From an optimization exercise on the open Yosys and OpenROAD flow, aimed at small area, a short achievable clock period and few clock cycles per item; shortcuts taken in it are not production practice. In this exercise RTL edits were held to simulation tests only and were not proved equivalent to the original. Power and IR drop assume default switching activity.

Setup of main:
==> flow/design.v (excerpt) <==
module playback_rate_trim_controller #(
  parameter int AVERAGE_LENGTH = 128
) (
  input  logic        clk,
  input  logic        rst,
  input  logic        in_valid,
  output logic        in_stall,
  input  logic [24:0] in_data,
  output logic        out_valid,
  input  logic        out_stall,
  output logic [34:0] out_data,
  input  logic        cfg_valid,
  output logic        cfg_ready,
  input  logic [1:0]  cfg_index,
  input  logic [15:0] cfg_data
);
  localparam int HL = AVERAGE_LENGTH - 1;
  logic [6:0]  tgt;       
  logic [7:0]  tgt2;      
  logic [8:0]  tgt3;      
  logic [15:0] fpb;       
  logic [16:0] fpb2;      
  logic [17:0] fpb3;      
  logic [7:0]  fen1, fen2, fen3;   
  logic [15:0] gain;      
  logic [15:0] gain_hi;   
  logic [16:0] gain2;     
  logic [17:0] gain3;     
  logic [17:0] g3c;
  logic [8:0]  gh1, gh2, gh3;   
  logic [6:0]  cfg_t;
  logic [17:0] f3c;
  assign cfg_t = (cfg_data[6:0] == 7'd0) ? 7'd1 : cfg_data[6:0];
  assign fpb2  = {fpb, 1'b0};
  assign tgt2  = {tgt, 1'b0};
  assign f3c   = {2'b0, fpb} + {1'b0, fpb, 1'b0};
  assign gain2 = {gain, 1'b0};
  assign g3c   = {2'b0, gain} + {1'b0, gain, 1'b0};
  always_comb begin
    gain_hi[15] = gain[15];
    for (int i = 14; i >= 0; i--) gain_hi[i] = gain_hi[i+1] | gain[i];
    for (int j = 0; j < 9; j++) begin
      gh1[j] = (18'(gain) >> (20 - 2 * j)) != 18'd0;
      gh2[j] = (18'(gain2) >> (20 - 2 * j)) != 18'd0;
      gh3[j] = (gain3 >> (20 - 2 * j)) != 18'd0;
    end
  end
  assign cfg_ready = 1'b1;
  always_ff @(posedge clk) begin
    if (rst) begin
      tgt  <= 7'd50;
      fpb  <= 16'd441;
      gain <= 16'd6554;
    end else if (cfg_valid) begin
      case (cfg_index)
        2'd0: tgt  <= cfg_t;
        2'd1: fpb  <= cfg_data;
        2'd2: gain <= cfg_data;
        default: begin
        end
      endcase
    end
  end
  always_ff @(posedge clk) begin
    tgt3 <= {2'b0, tgt} + {1'b0, tgt, 1'b0};
    fpb3 <= f3c;
    gain3 <= g3c;
    for (int s = 0; s < 8; s++) begin
      fen1[s] <= (fpb != 16'd0) && ((18'(fpb) >> (2 * s + 2)) == 18'd0);
      fen2[s] <= (fpb != 16'd0) && ((18'(fpb2) >> (2 * s + 2)) == 18'd0);
      fen3[s] <= (fpb != 16'd0) && ((f3c >> (2 * s + 2)) == 18'd0);
    end
  end
  logic       run;
  logic       in_take;
  ...
export LEC_CHECK = 0
export ABC_CLOCK_PERIOD_IN_PS = 3000
export CAP_MARGIN = 20
export CORE_MARGIN = 2
export CORE_UTILIZATION = 60
export CTS_CLUSTER_DIAMETER = 80
export CTS_CLUSTER_SIZE = 24
export PLACE_DENSITY = 0.75
export SETUP_SLACK_MARGIN = 4.6
export SLEW_MARGIN = 20
create_clock -name core_clock -period 8.0 [get_ports {clk}]
run.sh (not shown) runs the stock make flow with config.mk's settings and CLKGATE_MAP_FILE= SYNTH_SCRIPT=/design/flow/synth_recipe.tcl, a recipe that flattens the netlist after the stock synthesis.
Testbench counts of main, summed over its fixed seeds: cycles 2,200, items 2,048.
Input-level comparison between the feature branch and main:
diff --git a/flow/design.v b/flow/design.v
--- a/flow/design.v
+++ b/flow/design.v
@@ -621,32 +621,30 @@
   always_ff @(posedge clk) if (run) bighi_s10 <= bighi_86;
   logic [23:0] p_87;
   assign p_87 = {1'b0, {mr0_s10[22], mr0_s10[21], mr0_s10[20], mr0_s10[19], mr0_s10[18], mr0_s10[17], mr0_s10[16], mr0_s10[15], mr0_s10[14], mr0_s10[13], mr0_s10[12], mr0_s10[11], mr0_s10[10], mr0_s10[9], mr0_s10[8], mr0_s10[7], mr0_s10[6], mr0_s10[5], mr0_s10[4], mr0_s10[3], mr0_s10[2], mr0_s10[1], mr0_s10[0]}} + {1'b0, {mr1_s10[22], mr1_s10[21], mr1_s10[20], mr1_s10[19], mr1_s10[18], mr1_s10[17], mr1_s10[16], mr1_s10[15], mr1_s10[14], mr1_s10[13], mr1_s10[12], mr1_s10[11], mr1_s10[10], mr1_s10[9], mr1_s10[8], mr1_s10[7], mr1_s10[6], mr1_s10[5], mr1_s10[4], mr1_s10[3], mr1_s10[2], mr1_s10[1], mr1_s10[0]}};
   logic [0:0] big_88;
   assign big_88 = bighi_s10 | (|p_87[23:20]);
   logic [19:0] pl_89;
   assign pl_89 = p_87[19:0];
-  logic [6:0] r2_90;
-  assign r2_90 = pl_89[19:13];
-  logic [0:0] ovf_91;
-  assign ovf_91 = (r2_90 >= tgt) | big_88;
-  logic [12:0] pr_92;
-  assign pr_92 = pl_89[12:0];
   logic [0:0] v_s11;
   always_ff @(posedge clk) if (rst) v_s11 <= 1'b0; else if (run) v_s11 <= v_s10;
   logic [0:0] above_s11;
   always_ff @(posedge clk) if (run) above_s11 <= above_s10;
-  logic [6:0] r2_s11;
-  always_ff @(posedge clk) if (run) r2_s11 <= r2_90;
-  logic [0:0] ovf_s11;
-  always_ff @(posedge clk) if (run) ovf_s11 <= ovf_91;
-  logic [12:0] pr_s11;
-  always_ff @(posedge clk) if (run) pr_s11 <= pr_92;
+  logic [0:0] big_s11;
+  always_ff @(posedge clk) if (run) big_s11 <= big_88;
+  logic [19:0] pl_s11;
+  always_ff @(posedge clk) if (run) pl_s11 <= pl_89;
+  logic [6:0] r2_90;
+  assign r2_90 = pl_s11[19:13];
+  logic [0:0] ovf_91;
+  assign ovf_91 = (r2_90 >= tgt) | big_s11;
+  logic [12:0] pr_92;
+  assign pr_92 = pl_s11[12:0];
   logic [8:0] rsh_93;
-  assign rsh_93 = {r2_s11, pr_s11[12:11]};
+  assign rsh_93 = {r2_90, pr_92[12:11]};
   logic [9:0] t1_94;
   assign t1_94 = {1'b0, rsh_93} - 10'(tgt);
   logic [0:0] n1_95;
   assign n1_95 = ~t1_94[9];
   logic [9:0] t2_96;
   assign t2_96 = {1'b0, rsh_93} - 10'(tgt2);
   logic [0:0] n2_97;
@@ -654,25 +652,25 @@
   logic [9:0] t3_98;
   assign t3_98 = {1'b0, rsh_93} - 10'(tgt3);
   logic [0:0] n3_99;
   assign n3_99 = ~t3_98[9];
   logic [6:0] r2_100;
   assign r2_100 = n3_99 ? t3_98[6:0] : n2_97 ? t2_96[6:0] : n1_95 ? t1_94[6:0] : rsh_93[6:0];
   logic [10:0] pr_101;
-  assign pr_101 = pr_s11[10:0];
+  assign pr_101 = pr_92[10:0];
   logic [1:0] q2_102;
   assign q2_102 = {n2_97, n3_99 | (n1_95 & ~n2_97)};
   logic [0:0] v_s12;
   always_ff @(posedge clk) if (rst) v_s12 <= 1'b0; else if (run) v_s12 <= v_s11;
   logic [0:0] above_s12;
   always_ff @(posedge clk) if (run) above_s12 <= above_s11;
   logic [6:0] r2_s12;
   always_ff @(posedge clk) if (run) r2_s12 <= r2_100;
   logic [0:0] ovf_s12;
-  always_ff @(posedge clk) if (run) ovf_s12 <= ovf_s11;
+  always_ff @(posedge clk) if (run) ovf_s12 <= ovf_91;
   logic [10:0] pr_s12;
   always_ff @(posedge clk) if (run) pr_s12 <= pr_101;
   logic [1:0] q2_s12;
   always_ff @(posedge clk) if (run) q2_s12 <= q2_102;
   logic [8:0] rsh_103;
   assign rsh_103 = {r2_s12, pr_s12[10:9]};
   logic [9:0] t1_104;
@@ -852,36 +850,36 @@
   logic [0:0] cl_s18;
   always_ff @(posedge clk) if (run) cl_s18 <= cl_156;
   logic [13:0] dd_s18;
   always_ff @(posedge clk) if (run) dd_s18 <= dd_159;
   assign x_v  = v_s18;
   assign x_d  = dd_s18;
   assign x_cl = cl_s18;
-  logic [13:0] hist [HL];
+  logic [13:0] hist [HL-1];
   logic [6:0]  fill;      
-  logic [20:0] dsum;      
-  logic [20:0] dsum_nx;
+  logic [13:0] nx_old;    
+  logic [20:0] dsum_m;
+  logic [20:0] dsum_nx;   
   logic        push;
   assign push    = x_v & run;
-  assign dsum_nx = dsum + {{7{x_d[13]}}, x_d} - {{7{hist[HL-1][13]}}, hist[HL-1]};
+  assign nx_old  = (fill == 7'(HL - 1)) ? hist[HL-2] : 14'd0;
+  assign dsum_nx = dsum_m + {{7{x_d[13]}}, x_d};
   always_ff @(posedge clk) begin
     if (push) begin
       hist[0] <= x_d;
       for (int i = 1; i < HL - 1; i++) hist[i] <= hist[i-1];
     end
   end
   always_ff @(posedge clk) begin
     if (rst) begin
-      fill       <= 7'd0;
-      dsum       <= 21'd0;
-      hist[HL-1] <= 14'd0;
+      fill   <= 7'd0;
+      dsum_m <= 21'd0;
     end else if (push) begin
       if (fill != 7'(HL - 1)) fill <= fill + 7'd1;
-      hist[HL-1] <= (fill == 7'(HL - 1)) ? hist[HL-2] : 14'd0;
-      dsum       <= dsum_nx;
+      dsum_m <= dsum_m + {{7{x_d[13]}}, x_d} - {{7{nx_old[13]}}, nx_old};
     end
   end
   logic [28:0] x_res, k_res;
   logic [34:0] o_res;
   logic        o_v, k_v;
   logic        take;
   logic        stall_q;
Results
The feature branch: no failed stages, no open violations at the end. Beginning of the critical path = mr0_s10[3]$_DFFE_PP_: main; beginning of the critical path = dd_s18[0]$_SDFFCE_PP0P_: the feature branch. In the metrics for the feature branch and main, the one carrying the lower number of antenna violations at the first check in global routing is main. Comparing the feature branch against main, there is no change at all in remaining design rule violation count. The feature branch — final worst setup slack 0.53 ns lower, main as reference. The feature branch vs. main: overall power of the completed layout has decreased, signed area change from the synthesized netlist to the final layout has increased.
Testbench counts of the feature branch, summed over its fixed seeds: cycles 2,200, items 2,048.

---

Another version of the RTL of playback_rate_trim_controller (not shown whole).
Size: roughly 86 I/O pins, roughly 100000 sq um of cells after synthesis.
Design playback_rate_trim_controller, start of the top module:
module playback_rate_trim_controller #(
  parameter int AVERAGE_LENGTH = 128
) (
  input  logic        clk,
  input  logic        rst,
  input  logic        in_valid,
  output logic        in_stall,
  input  logic [24:0] in_data,
  output logic        out_valid,
  input  logic        out_stall,
  output logic [34:0] out_data,
  input  logic        cfg_valid,
  output logic        cfg_ready,
  input  logic [1:0]  cfg_index,
  input  logic [15:0] cfg_data
);
Settings: LEC_CHECK=0, ABC_CLOCK_PERIOD_IN_PS=3000, CAP_MARGIN=20, CORE_MARGIN=2, CORE_UTILIZATION=60, CTS_CLUSTER_DIAMETER=80, CTS_CLUSTER_SIZE=24, PLACE_DENSITY=0.75, SETUP_SLACK_MARGIN=4.6, SLEW_MARGIN=20; clock period 8.0 ns.
The starting point ran to the end with no violations.
Testbench counts at the start, summed over its fixed seeds: cycles 2,200, items 2,048.
Change:
--- a/flow/design.v
+++ b/flow/design.v
@@ -70,25 +70,24 @@
       fen2[s] <= (fpb != 16'd0) && ((18'(fpb2) >> (2 * s + 2)) == 18'd0);
       fen3[s] <= (fpb != 16'd0) && (18'(fpb) <= ((18'd1 << (2 * s + 2)) - 18'd1) / 18'd3);
     end
   end
   logic       run;
   logic       in_take;
   logic [7:0]  occ_in;
   logic [15:0] dly_in;
   assign in_take  = in_valid & run & ~rst;
   assign dly_in   = in_data[0] ? in_data[16:1] : 16'd0;
   assign occ_in   = in_data[0] ? in_data[24:17] : {1'b0, tgt};
   logic        x_v;     
-  logic        xv_d;    
   logic [13:0] x_d;     
   logic        x_cl;    
   logic [0:0] v_s1;
   always_ff @(posedge clk) if (rst) v_s1 <= 1'b0; else if (run) v_s1 <= in_take;
   logic [7:0] occ_s1;
   always_ff @(posedge clk) if (run) occ_s1 <= occ_in;
   logic [15:0] dr_s1;
   always_ff @(posedge clk) if (run) dr_s1 <= dly_in;
   logic [1:0] rsh_1;
   assign rsh_1 = dr_s1[15:14];
   logic [2:0] t1_2;
   assign t1_2 = {1'b0, rsh_1} - {1'b0, fpb[1:0]};
@@ -843,92 +842,82 @@
   logic [12:0] hn_157;
   assign hn_157 = 13'd0 - {1'b0, q2_s17};
   logic [13:0] neg_158;
   assign neg_158 = qb_155 ? {1'b1, ~q2_s17, 1'b1} : {hn_157, 1'b0};
   logic [13:0] dd_159;
   assign dd_159 = cl_156 ? (above_s17 ? -14'sd6554 : 14'd6554) : (above_s17 ? neg_158 : {1'b0, q2_s17, qb_155});
   logic [0:0] v_s18;
   always_ff @(posedge clk) if (rst) v_s18 <= 1'b0; else if (run) v_s18 <= v_s17;
   logic [0:0] cl_s18;
   always_ff @(posedge clk) if (run) cl_s18 <= cl_156;
   logic [13:0] dd_s18;
   always_ff @(posedge clk) if (run) dd_s18 <= dd_159;
-  assign xv_d = v_s17;
   assign x_v  = v_s18;
   assign x_d  = dd_s18;
   assign x_cl = cl_s18;
   logic [13:0] hist [HL-1];
   logic [6:0]  fill;      
-  logic        full;      
   logic [13:0] nx_old;    
   logic [20:0] dsum_m;
   logic [20:0] dsum_nx;   
   logic        push;
-  logic        push_q;
-  logic        run_nx;
-  assign push    = push_q;
-  assign nx_old  = full ? hist[HL-2] : 14'd0;
+  assign push    = x_v & run;
+  assign nx_old  = (fill == 7'(HL - 1)) ? hist[HL-2] : 14'd0;
   assign dsum_nx = dsum_m + {{7{x_d[13]}}, x_d};
   logic [20:0] cs_a, cs_b, cs_n, cs_s, cs_c;
   assign cs_a = dsum_m;
   assign cs_b = {{7{x_d[13]}}, x_d};
   assign cs_n = ~{{7{nx_old[13]}}, nx_old};
   assign cs_s = cs_a ^ cs_b ^ cs_n;
   assign cs_c = {(cs_a[19:0] & cs_b[19:0]) | (cs_a[19:0] & cs_n[19:0]) | (cs_b[19:0] & cs_n[19:0]), 1'b1};
   always_ff @(posedge clk) begin
     if (push) begin
       hist[0] <= x_d;
       for (int i = 1; i < HL - 1; i++) hist[i] <= hist[i-1];
     end
   end
   always_ff @(posedge clk) begin
     if (rst) begin
       fill   <= 7'd0;
-      full   <= 1'b0;
       dsum_m <= 21'd0;
     end else if (push) begin
-      if (!full) fill <= fill + 7'd1;
-      if (fill == 7'(HL - 2)) full <= 1'b1;
+      if (fill != 7'(HL - 1)) fill <= fill + 7'd1;
       dsum_m <= cs_s + cs_c;
     end
   end
   logic [28:0] x_res, k_res;
   logic [34:0] o_res;
   logic        o_v, k_v;
   logic        take;
   logic        stall_q;
   assign x_res = {dsum_nx[20:7], x_d, x_cl};
   assign take  = o_v & ~out_stall;
   logic [28:0] o_nx;
   assign o_nx = k_v ? k_res : x_res;
-  always_comb begin
-    if (o_v && !take) run_nx = ~(k_v | push);
-    else              run_nx = 1'b1;
-  end
   always_ff @(posedge clk) begin
     if (rst) begin
       o_v     <= 1'b0;
       k_v     <= 1'b0;
       run     <= 1'b1;
       stall_q <= 1'b0;
-      push_q  <= 1'b0;
     end else begin
-      run     <= run_nx;
-      stall_q <= ~run_nx;
-      push_q  <= run_nx & (run ? xv_d : x_v);
       if (o_v && !take) begin
         if (!k_v) k_v <= push;
+        run     <= ~(k_v | push);
+        stall_q <= k_v | push;
       end else begin
-        o_v <= k_v | push;
-        k_v <= k_v & push;
+        o_v     <= k_v | push;
+        k_v     <= k_v & push;
+        run     <= 1'b1;
+        stall_q <= 1'b0;
       end
     end
   end
   always_ff @(posedge clk) begin
     if (o_v && !take) begin
       if (!k_v) k_res <= x_res;
     end else begin
       o_res <= {~o_nx[28], {2{o_nx[28]}}, o_nx[28:15], ~o_nx[14], {2{o_nx[14]}}, o_nx[14:1], o_nx[0]};
       k_res <= x_res;
     end
   end
   assign in_stall  = stall_q;
Effect:
- The new run completed with no timing, DRC or antenna violations
- first-iteration DRC count goes up by 9.0%
- setup slack got worse by 0.043 ns
- utilization barely changes
- count of clock-buffer cells in the layout decreases by 4
- sequential power hardly moves
- cell count came out higher by 1.5%
- die area grows by 0.58%
- final area barely changes
- total power increases by 0.87%
- routed wire length goes up by 5.9%
- via count came out higher by 3.2%
- register-to-register slack is worse by 0.04 ns
Testbench counts after the change, summed over its fixed seeds: cycles 2,200, items 2,048.

-- what the ideal ports hide --
In the flow no input, the clock included, has a driving cell. The finished layouts below were timed again as built, in two steps. Step 1: set_driving_cell puts a clkbuf_16 on clk and a buf_2 on each other input, an assumption about the parent block. Step 2 times the ports against the registers' clock, not the clock port: input delays grow and output delays shrink by t, the midpoint of the rising clock arrivals with the driver on. Three values: no drivers, after step 1, after step 2; two values: the first two.
| run | t (ns) | setup WS [ns] | worst slew at a driven data input, ns | pins driven straight from the clock port |
|---|---|---|---|---|
| main | 0.901 | 4.115 / 4.115 / 4.115 | 0.11 | 1 |
| the feature branch | 0.886 | 3.584 / 3.584 / 3.584 | 0.07 | 1 |
| the first run of note 2 | 0.869 | 4.534 / 4.534 / 4.502 | 0.07 | 1 |
| the second run of note 2 | 0.883 | 4.491 / 4.491 / 4.491 | 0.12 | 1 |
After both steps setup and hold are still met in every run listed. For the first run of note 2, which loses most, drivers alone change the setup slack by 0.000 ns; drivers and shift together by -0.032 ns.
